What follows belongs to an exercise in optimizing a design on an open flow for small area, a short achievable clock period and few clock cycles; a production flow would make more cautious choices. Only simulation tests tie the RTL to the original design; equivalence was not proved. No activity file was given, so power comes from the tool's default toggle rates.

build 49:
==> flow/design.v (excerpt) <==
module lawnmower_path_generator #(
    parameter int MAX_WAYPOINTS = lpg_pkg::MAX_WAYPOINTS_DEF
) (
    input  logic                               i_clk,
    input  logic                               i_rst_n,
    input  logic                               start,
    output logic                               busy,
    input  logic signed [lpg_pkg::COORD_W-1:0] i_center_x,
    input  logic signed [lpg_pkg::COORD_W-1:0] i_center_y,
    input  logic                               i_cfg_valid,
    output logic                               o_cfg_ready,
    input  logic [lpg_pkg::IDX_W-1:0]          i_cfg_index,
    input  logic [lpg_pkg::LEN_W-1:0]          i_cfg_data,
    output logic                               o_point_valid,
    output logic signed [lpg_pkg::COORD_W-1:0] o_point_x,
    output logic signed [lpg_pkg::COORD_W-1:0] o_point_y,
    output logic [lpg_pkg::PNUM_W-1:0]         o_point_number,
    output logic                               o_last_point,
    output logic                               o_overflow
);
    localparam int LEN_W   = lpg_pkg::LEN_W;
    localparam int TRIG_W  = lpg_pkg::TRIG_W;
    localparam int PNUM_W  = lpg_pkg::PNUM_W;
    localparam int REM_W   = LEN_W + 2;
    localparam logic [PNUM_W-1:0] LAST_PNUM = PNUM_W'(MAX_WAYPOINTS - 1);
    logic [LEN_W-1:0]         r_xlen, r_ylen, r_w;
    logic signed [TRIG_W-1:0] r_cos, r_sin;
    logic                     cfg_wr;
    logic                     restart;
    assign o_cfg_ready = 1'b1;
    assign cfg_wr      = i_cfg_valid && (i_cfg_index <= lpg_pkg::REG_SIN_BEARING);
    assign restart     = !i_rst_n || cfg_wr;
    logic [LEN_W-1:0]         n_xlen, n_ylen, n_w;
    logic signed [TRIG_W-1:0] n_cos, n_sin;
    logic                     r_td;      
    logic                     r_wz;      
    always_comb begin
        n_xlen = r_xlen;
        n_ylen = r_ylen;
        n_w    = r_w;
        n_cos  = r_cos;
        n_sin  = r_sin;
        if (!i_rst_n) begin
            n_xlen = lpg_pkg::RST_X_LENGTH;
            n_ylen = lpg_pkg::RST_Y_LENGTH;
            n_w    = lpg_pkg::RST_STRIPE_WIDTH;
            n_cos  = lpg_pkg::RST_COS_BEARING;
            n_sin  = lpg_pkg::RST_SIN_BEARING;
  ...
For scale: about 3700 cells after synthesis, roughly 760 flip-flops, about 170 I/O pins, ~0.040 sq mm of cells after synthesis.
Settings: LEC_CHECK=0, CAP_MARGIN=20, CORE_MARGIN=2, CORE_UTILIZATION=40, SETUP_SLACK_MARGIN=4.6, SLEW_MARGIN=20; clock period 7.5 ns.
standard.sh (not shown) runs the stock make flow with config.mk's settings and CLKGATE_MAP_FILE= SYNTH_SCRIPT=/design/flow/synth_recipe.tcl, a recipe that flattens the netlist after the stock synthesis.
==> flow/flow/run.sh <==
#!/bin/bash
# The standard layout, with the port buffers made of the smallest buffer cell.
set -euo pipefail
export BUFFER_PORTS_ARGS="-buffer_cell sky130_fd_sc_hd__buf_1"
bash standard.sh > standard.log 2>&1
Testbench counts of build 49, summed over its fixed seeds: cycles 30,311.
For build 7, these inputs were changed with respect to build 49:
- SETUP_SLACK_MARGIN: 4.6 -> 4.0
==> flow/run.sh (new file) <==
#!/bin/bash
# synth_recipe.tcl (not shown) runs the flow's synth.tcl, then flattens the netlist and writes it again
# the make line also repeats each setting of config.mk as NAME=value (left out here)
make -C /OpenROAD-flow-scripts/flow DESIGN_CONFIG=/design/flow/config.mk WORK_HOME=/design/flow/orfs CLKGATE_MAP_FILE= SYNTH_SCRIPT=/design/flow/synth_recipe.tcl finish
removed: flow/flow/run.sh
removed: flow/standard.sh
NOTE count of non-filler cells in the finished layout build 49->build 7 decreased by a few percent. When build 7 is measured against build 49, its first-pass iteration count of the detailed router turns out 1 higher. Build 7: count of cells resized by post-cts repair 92% below build 49. Between build 49 and build 7, via count decreased. Maximum VDD drop in build 7 is 0.0013 mV lower than in build 49. As far as die area goes, build 7 and build 49 are indistinguishable; the numbers are identical. Build 7 went all the way through synthesis, placement and routing and the layout is clean on timing, DRC and antenna. Met1 track demand over resource in global routing (higher): build 49. For the global-route wire length before repair, build 7 came in 8700 um lower than build 49 did.
Changes in build 41 relative to build 7:
- swapping 4.0 for 4.5 in SETUP_SLACK_MARGIN
==> flow/flow/run.sh (new file) <==
#!/bin/bash
# The standard layout, with the port buffers made of the smallest buffer cell.
set -euo pipefail
export BUFFER_PORTS_ARGS="-buffer_cell sky130_fd_sc_hd__buf_1"
bash standard.sh > standard.log 2>&1
==> flow/standard.sh (new file) <==
#!/bin/bash
# synth_recipe.tcl (not shown) runs the flow's synth.tcl, then flattens the netlist and writes it again
# the make line also repeats each setting of config.mk as NAME=value (left out here)
make -C /OpenROAD-flow-scripts/flow DESIGN_CONFIG=/design/flow/config.mk WORK_HOME=/design/flow/orfs CLKGATE_MAP_FILE= SYNTH_SCRIPT=/design/flow/synth_recipe.tcl "${@:-finish}"
removed: flow/run.sh
In the metrics for build 41 and build 7, the one carrying the lower setup slack is build 7.
Against build 7, build 41 comes in 0.6 points lower on clock power share.
Build 41 — global-route usage 0.53 points higher, build 7 as reference
Diff build 7 -> build 41 | count of cell instances traversed by the critical path | increase of 2
Diff build 7 -> build 41: maximum cell stage delay along the critical path higher, setup slack at placement higher, routability-driven placement congestion ratio higher, met3 track utilization from global routing higher.


== try-fjord ==
Starting RTL as in the previous note.
==> flow/config.mk <==
export PLATFORM = sky130hd
export DESIGN_NAME = lawnmower_path_generator
export DESIGN_NICKNAME = lawnmower_path_generator
export VERILOG_FILES = /design/flow/design.v
export SDC_FILE = /design/flow/constraint.sdc
export NUM_CORES = 4
export LEC_CHECK = 0
export CAP_MARGIN = 5
export CORE_MARGIN = 2
export CORE_UTILIZATION = 40
export GPL_TIMING_DRIVEN = 0
export SETUP_SLACK_MARGIN = 4.5
export SLEW_MARGIN = 5
==> flow/constraint.sdc <==
create_clock -name core_clock -period 7.5 [get_ports {i_clk}]
set_input_delay 1.5000 -clock core_clock [delete_from_list [all_inputs] [get_ports {i_clk}]]
set_output_delay 1.5000 -clock core_clock [all_outputs]
set_load 0.01 [all_outputs]
==> flow/flow/run.sh <==
#!/bin/bash
# The standard layout, with the port buffers made of the smallest buffer cell.
set -euo pipefail
export BUFFER_PORTS_ARGS="-buffer_cell sky130_fd_sc_hd__buf_1"
bash standard.sh > standard.log 2>&1
Testbench counts of try-fjord, summed over its fixed seeds: cycles 30,311.
The inputs of try-onyx differ from those of try-fjord as listed below.
Settings: swapping 5 for 20 in CAP_MARGIN; clearing GPL_TIMING_DRIVEN, which used to be 0; swapping 5 for 20 in SLEW_MARGIN; putting CTS_CLUSTER_SIZE at 30 where nothing was set.
==> flow/run.sh (new file) <==
#!/bin/bash
# synth_recipe.tcl (not shown) runs the flow's synth.tcl, then flattens the netlist and writes it again
# the make line also repeats each setting of config.mk as NAME=value (left out here)
make -C /OpenROAD-flow-scripts/flow DESIGN_CONFIG=/design/flow/config.mk WORK_HOME=/design/flow/orfs CLKGATE_MAP_FILE= SYNTH_SCRIPT=/design/flow/synth_recipe.tcl finish
removed: flow/flow/run.sh
removed: flow/standard.sh
Results
The higher fraction of power consumed by the clock network of try-fjord and try-onyx is in try-onyx.
Core utilization: try-onyx vs try-fjord down 0.28 points
The post-layout minimum cycle time in try-onyx sits 61 ps below the value recorded for try-fjord.
Compared to try-fjord, try-onyx has ratio of final minimum period to clock period 0.81 points lower.
try-onyx improves on try-fjord in overall via count from detail_route.
For the post-cts gate resize count, try-onyx came in 106 lower than try-fjord did.
try-onyx against try-fjord: design area -280 µm²; port buffer count +2.
Relative to try-fjord, per-cell routed wire length decreased by 4.3% in try-onyx.
Summary: with try-fjord as the reference, maximum frequency in try-onyx moved up slightly.
Here is what was changed in the inputs of try-lagoon compared with try-onyx.
Settings: changing SETUP_SLACK_MARGIN from 4.5 to 5.0; removing CTS_CLUSTER_SIZE (formerly 30).
Findings:
- try-lagoon finished every step from synthesis to the final layout, and the layout passed the timing, DRC and antenna checks.
- Summary of try-lagoon over try-onyx: post-route minimum period shows an increase of 100 ps, clock-net power shows an increase of about 2%, clock distribution area overhead in the final layout shows a reduction of 0.62 points, fraction of power spent switching nets shows an increase of 0.88 points.
Inputs modified between try-lagoon and try-delta:
Settings: SLEW_MARGIN now 5, was 20; GPL_ROUTABILITY_DRIVEN now 0, previously not set; CAP_MARGIN now 5, was 20; SETUP_SLACK_MARGIN now 4.5, was 5.0.
==> flow/flow/run.sh (new file) <==
#!/bin/bash
# The standard layout, with the port buffers made of the smallest buffer cell.
set -euo pipefail
export BUFFER_PORTS_ARGS="-buffer_cell sky130_fd_sc_hd__buf_1"
bash standard.sh > standard.log 2>&1
==> flow/standard.sh (new file) <==
#!/bin/bash
# synth_recipe.tcl (not shown) runs the flow's synth.tcl, then flattens the netlist and writes it again
# the make line also repeats each setting of config.mk as NAME=value (left out here)
make -C /OpenROAD-flow-scripts/flow DESIGN_CONFIG=/design/flow/config.mk WORK_HOME=/design/flow/orfs CLKGATE_MAP_FILE= SYNTH_SCRIPT=/design/flow/synth_recipe.tcl "${@:-finish}"
removed: flow/run.sh
==> run notes <==
- | fmax | try-delta vs try-lagoon | better |
- Combinational share of power came out lower on try-delta than on try-lagoon.
- Between try-lagoon and try-delta, the flow reports detailed route wirelength on metal3 decreasing by more than 10%.
- Of try-delta and try-lagoon, the higher cell area belongs to try-lagoon.


== v8 ==
lawnmower_path_generator again, from the RTL that the note above started with.
Design lawnmower_path_generator, start of the top module:
module lawnmower_path_generator #(
    parameter int MAX_WAYPOINTS = lpg_pkg::MAX_WAYPOINTS_DEF
) (
    input  logic                               i_clk,
    input  logic                               i_rst_n,
    input  logic                               start,
    output logic                               busy,
    input  logic signed [lpg_pkg::COORD_W-1:0] i_center_x,
    input  logic signed [lpg_pkg::COORD_W-1:0] i_center_y,
    input  logic                               i_cfg_valid,
    output logic                               o_cfg_ready,
    input  logic [lpg_pkg::IDX_W-1:0]          i_cfg_index,
    input  logic [lpg_pkg::LEN_W-1:0]          i_cfg_data,
    output logic                               o_point_valid,
    output logic signed [lpg_pkg::COORD_W-1:0] o_point_x,
    output logic signed [lpg_pkg::COORD_W-1:0] o_point_y,
    output logic [lpg_pkg::PNUM_W-1:0]         o_point_number,
    output logic                               o_last_point,
    output logic                               o_overflow
);
export LEC_CHECK = 0
export CAP_MARGIN = 5
export CORE_MARGIN = 2
export CORE_UTILIZATION = 40
export SETUP_SLACK_MARGIN = 4.5
export SLEW_MARGIN = 5
create_clock -name core_clock -period 7.5 [get_ports {i_clk}]
==> flow/flow/run.sh <==
#!/bin/bash
# The standard layout, with the port buffers made of the smallest buffer cell.
set -euo pipefail
export BUFFER_PORTS_ARGS="-buffer_cell sky130_fd_sc_hd__buf_1"
bash standard.sh > standard.log 2>&1
v8 finished all stages; the layout is clean.
Testbench counts of v8, summed over its fixed seeds: cycles 30,311.
> inputs changed (v8 -> v33)
- a change of SLEW_MARGIN from 5 to 20
- a change of SETUP_SLACK_MARGIN from 4.5 to 4.0
- a change of CORE_UTILIZATION from 40 to 65
- a change of CAP_MARGIN from 5 to 20
==> flow/run.sh (new file) <==
#!/bin/bash
# synth_recipe.tcl (not shown) runs the flow's synth.tcl, then flattens the netlist and writes it again
# the make line also repeats each setting of config.mk as NAME=value (left out here)
make -C /OpenROAD-flow-scripts/flow DESIGN_CONFIG=/design/flow/config.mk WORK_HOME=/design/flow/orfs CLKGATE_MAP_FILE= SYNTH_SCRIPT=/design/flow/synth_recipe.tcl finish
removed: flow/flow/run.sh
removed: flow/standard.sh
[compare] base=v8 new=v33: final critical path time including I/O delays and setup has increased; first-pass iteration count of the detailed router has decreased; worst setup slack has decreased; number of routed nets with antenna violations has remained practically unchanged; part of the total power dissipated in the clock network has decreased. Comparing v33 and v8, global routing usage summed across all routing layers is lower on v8. v8 ended up with u_dp_x.r_s[2] as its origin of the worst setup path; v33 ended up with u_dp_x.r_s[18]. Per the comparison of v33 with v8, global-route wire length before repair down about 5%; flip-flop and latch share of the layout cell area went up 1.6 points.
#### Input delta (v10 over v33)
- swapping 20 for 0 in SLEW_MARGIN
- swapping 4.0 for 4.5 in SETUP_SLACK_MARGIN
- swapping 20 for 0 in CAP_MARGIN
- swapping 65 for 40 in CORE_UTILIZATION
==> flow/flow/run.sh (new file) <==
#!/bin/bash
# The standard layout, with the port buffers made of the smallest buffer cell.
set -euo pipefail
export BUFFER_PORTS_ARGS="-buffer_cell sky130_fd_sc_hd__buf_1"
bash standard.sh > standard.log 2>&1
==> flow/standard.sh (new file) <==
#!/bin/bash
# synth_recipe.tcl (not shown) runs the flow's synth.tcl, then flattens the netlist and writes it again
# the make line also repeats each setting of config.mk as NAME=value (left out here)
make -C /OpenROAD-flow-scripts/flow DESIGN_CONFIG=/design/flow/config.mk WORK_HOME=/design/flow/orfs CLKGATE_MAP_FILE= SYNTH_SCRIPT=/design/flow/synth_recipe.tcl "${@:-finish}"
removed: flow/run.sh
- Lower area of the multi-input gates goes to v33 over v10.
- v10 vs. v33: count of clock-buffer cells in the layout went up by 9.4%, wire length increased by 8.8% relative to the old numbers, routed via count lost 193.
- The data required time at the worst endpoint of v10 is higher than that of v33.
- Power: v10 draws more than v33
- From v33 to v10, number of I/O pins did not move at all.
### v10 -> v40
- changing CAP_MARGIN from 0 to 20
- changing SLEW_MARGIN from 0 to 20
diff --git a/flow/flow/run.sh b/flow/flow/run.sh
--- a/flow/flow/run.sh
+++ b/flow/flow/run.sh
@@ -4,2 +4,3 @@
 export BUFFER_PORTS_ARGS="-buffer_cell sky130_fd_sc_hd__buf_1"
+export SKIP_GATE_CLONING=1
 bash standard.sh > standard.log 2>&1
## What came out
- Reported for v10 and v40, simple-gate portion of the synthesized area turned out identical to the last digit.
- The portion of total power attributed to the clock network on v10 is in line with that on v40.
- On multi-input logic area, v10 and v40 are neck and neck.
- v40 gives less count of instances resized after the clock tree is built than v10 did.
- Number of buffers on the longest clock path came out exactly the same in v10 and v40.
- The setup skew after layout on v10 is in line with that on v40.
- Diff v10 -> v40: count of TritonRoute iterations in the first routing pass went down 3; hold slack comparable.

==> static timing again, ports no longer ideal <==
How much do the figures lean on ideal ports? The routed layouts below were timed once more, with nothing changed but the port constraints.
Step 1 sets driving cells, clkbuf_16 on the clock port and buf_2 on the other inputs (assumed; they add their load-dependent delay and slew).
Step 2 times the ports against the registers' clock, not the clock port: input delays grow and output delays shrink by t, the midpoint of the rising clock arrivals with the driver on.
a / b / c = ideal ports / drivers / drivers and shift; a / b = the first two.
run | shift t [ns] | setup slack, ns | slew at the worst register clock pin (ns)
build 49 | 0.728 | 4.344 / 4.344 / 4.068 | 0.07 / 0.07
build 7 | 0.718 | 4.044 / 4.044 / 3.636 | 0.07 / 0.07
build 41 | 0.726 | 4.396 / 4.396 / 3.925 | 0.06 / 0.06
try-fjord | 0.714 | 4.255 / 4.255 / 4.017 | 0.06 / 0.06
try-onyx | 0.726 | 4.316 / 4.316 / 3.867 | 0.06 / 0.06
try-lagoon | 0.725 | 4.212 / 4.212 / 3.961 | 0.07 / 0.07
try-delta | 0.726 | 4.418 / 4.418 / 3.933 | 0.06 / 0.06
v8 | 0.726 | 4.418 / 4.418 / 3.933 | 0.06 / 0.06
v33 | 0.688 | 4.093 / 4.093 / 3.615 | 0.07 / 0.07
v10 | 0.726 | 4.418 / 4.418 / 3.933 | 0.06 / 0.06
v40 | 0.728 | 4.371 / 4.371 / 3.918 | 0.06 / 0.06
After both steps setup and hold are still met in every run listed.
